This is an optimization exercise on Yosys and OpenROAD, whose aim is small area, a short achievable clock period and few clock cycles, not a production implementation.
In this exercise RTL edits were held to simulation tests only and were not proved equivalent to the original.

## cave_cellular_automaton_step
module cave_cellular_automaton_step #(
	parameter int MAX_COLS = cca_pkg::CCA_MAX_COLS,
	parameter int MAX_ROWS = cca_pkg::CCA_MAX_ROWS
) (
	input  logic                      clk,
	input  logic                      arst_n,
	input  logic                      start,
	output logic                      busy,
	input  logic [14:0]                     req,
	output logic                      done,
	output logic [1:0]                      rsp,
	input  logic                      cfg_valid,
	output logic                      cfg_ready,
	input  logic [cca_pkg::CCA_CFG_IDX_W-1:0]  cfg_index,
	input  logic [cca_pkg::CCA_CFG_DATA_W-1:0] cfg_data
);
export LEC_CHECK = 0
export CAP_MARGIN = 20
export CORE_MARGIN = 2
export CORE_UTILIZATION = 45
export CTS_CLUSTER_DIAMETER = 100
export CTS_CLUSTER_SIZE = 24
export PLACE_DENSITY = 0.6
export SETUP_SLACK_MARGIN = 4.5
export SLEW_MARGIN = 20
create_clock -name core_clock -period 7.0 [get_ports {clk}]
run.sh (not shown) runs the stock make flow with config.mk's settings and CLKGATE_MAP_FILE= SYNTH_SCRIPT=/design/flow/synth_recipe.tcl, a recipe that flattens the netlist after the stock synthesis.
Testbench counts at the start, summed over its fixed seeds: cycles 12,496.
Rerun with:
--- a/flow/design.v
+++ b/flow/design.v
@@ -162,64 +162,51 @@
 	logic [1:0] req_cmd;
 	logic [6:0] req_col;
 	logic [4:0] req_row;
 	logic       req_wall;
 	assign req_cmd  = req[14:13];
 	assign req_col  = req[12:6];
 	assign req_row  = req[5:1];
 	assign req_wall = req[0];
-	logic       cfgv_q;
-	logic [1:0] cfgi_q;
-	logic [7:0] cfgd_q;
-	always_ff @(posedge clk or negedge arst_n) begin
-		if (!arst_n) begin
-			cfgv_q <= 1'b0;
-		end else begin
-			cfgv_q <= cfg_valid;
-		end
-	end
-	always_ff @(posedge clk) begin
-		cfgi_q <= cfg_index;
-		cfgd_q <= cfg_data;
-	end
 	localparam logic [6:0] UC_RST = 7'(MAX_COLS);
+	localparam logic [4:0] UR_RST = 5'(MAX_ROWS);
 	localparam logic [4:0] KS_RST = 5'd12;   
 	localparam logic [4:0] KB_RST = 5'd13;   
 	logic [6:0]          ucx_q;       
-	logic [MAX_ROWS-1:0] row_bad_q;   
+	logic [4:0]          urx_q;       
 	logic [4:0]          ksx_q;       
 	logic [4:0]          kbx_q;       
 	logic [6:0]          used_cols;
 	logic [MAX_ROWS-1:0] row_ok;
 	logic [4:0]          ks, kb;
-	logic [MAX_ROWS-1:0] row_bad_d;
+	logic [4:0]          used_rows;
 	logic [5:0]          used_grps;
+	assign used_rows = urx_q ^ UR_RST;
 	always_comb begin
 		for (int r = 0; r < MAX_ROWS; r++) begin
-			row_bad_d[r] = (6'(r) >= cfgd_q[5:0]);
+			row_ok[r] = (5'(r) < used_rows);
 		end
 	end
 	assign used_cols = ucx_q ^ UC_RST;
-	assign row_ok    = ~row_bad_q;
 	assign ks        = ksx_q ^ KS_RST;
 	assign kb        = kbx_q ^ KB_RST;
 	assign used_grps = 6'((7'(used_cols) + 7'd1) >> 1);
 	always_ff @(posedge clk or negedge arst_n) begin
 		if (!arst_n) begin
 			ucx_q     <= '0;
-			row_bad_q <= '0;
+			urx_q     <= '0;
 			ksx_q     <= '0;
 			kbx_q     <= '0;
-		end else if (cfgv_q) begin
-			case (cfgi_q)
-				2'd0: ucx_q     <= ((cfgd_q > 8'(MAX_COLS)) ? 7'(MAX_COLS) : cfgd_q[6:0]) ^ UC_RST;
-				2'd1: row_bad_q <= row_bad_d;
-				2'd2: ksx_q     <= cca_kvec(cfgd_q[3:0]) ^ KS_RST;
-				default: kbx_q  <= cca_kvec(cfgd_q[3:0]) ^ KB_RST;
+		end else if (cfg_valid) begin
+			case (cfg_index)
+				2'd0: ucx_q     <= ((cfg_data > 8'(MAX_COLS)) ? 7'(MAX_COLS) : cfg_data[6:0]) ^ UC_RST;
+				2'd1: urx_q     <= ((cfg_data[5:0] > 6'(MAX_ROWS)) ? 5'(MAX_ROWS) : cfg_data[4:0]) ^ UR_RST;
+				2'd2: ksx_q     <= cca_kvec(cfg_data[3:0]) ^ KS_RST;
+				default: kbx_q  <= cca_kvec(cfg_data[3:0]) ^ KB_RST;
 			endcase
 		end
 	end
 	function automatic logic [4:0] cca_kvec(input logic [3:0] t);
 		logic [3:0] tc;
 		tc = (t > 4'd9) ? 4'd9 : t;
 		cca_kvec = (tc == 4'd0) ? 5'b11000 : {1'b0, 4'(5'd16 - 5'(tc))};
 	endfunction
After rerunning: The changed run ran to the end with no violations. Setup slack improves by 13 ps. Synthesized cell count went up by 0.33%. Sequential share of layout area is about the same. Global-route usage drops by 0.38 points. Cell area drops by 1.2%. Hold slack improves by 15 ps.
Testbench counts after the change, summed over its fixed seeds: cycles 12,496.

[re-timing with driven ports]
In the flow no input, the clock included, has a driving cell. The finished layouts below were timed again as built, in two steps. Step 1 (the two cells are an assumption about what drives the block):
set clk [get_ports {clk}]
set_driving_cell -lib_cell sky130_fd_sc_hd__clkbuf_16 $clk
set_driving_cell -lib_cell sky130_fd_sc_hd__buf_2 [delete_from_list [all_inputs] $clk]
Step 2 also shifts input and output timing later by t, the mid clock arrival at the registers, as if the neighbouring blocks saw the same clock. a / b / c = ideal ports / drivers / drivers and shift; a / b = the first two.
run | t, ns | slack for setup (ns) | worst setup path after step 2 | pins driven straight from the clock port
the first run | 0.750 | 4.407 / 4.331 / 4.039 | input to register | 1
the second run | 0.744 | 4.420 / 4.344 / 3.876 | input to register | 1
After both steps every run listed still meets setup and hold. For the second run, which loses most, drivers alone change the setup slack by -0.076 ns; drivers and shift together by -0.544 ns.
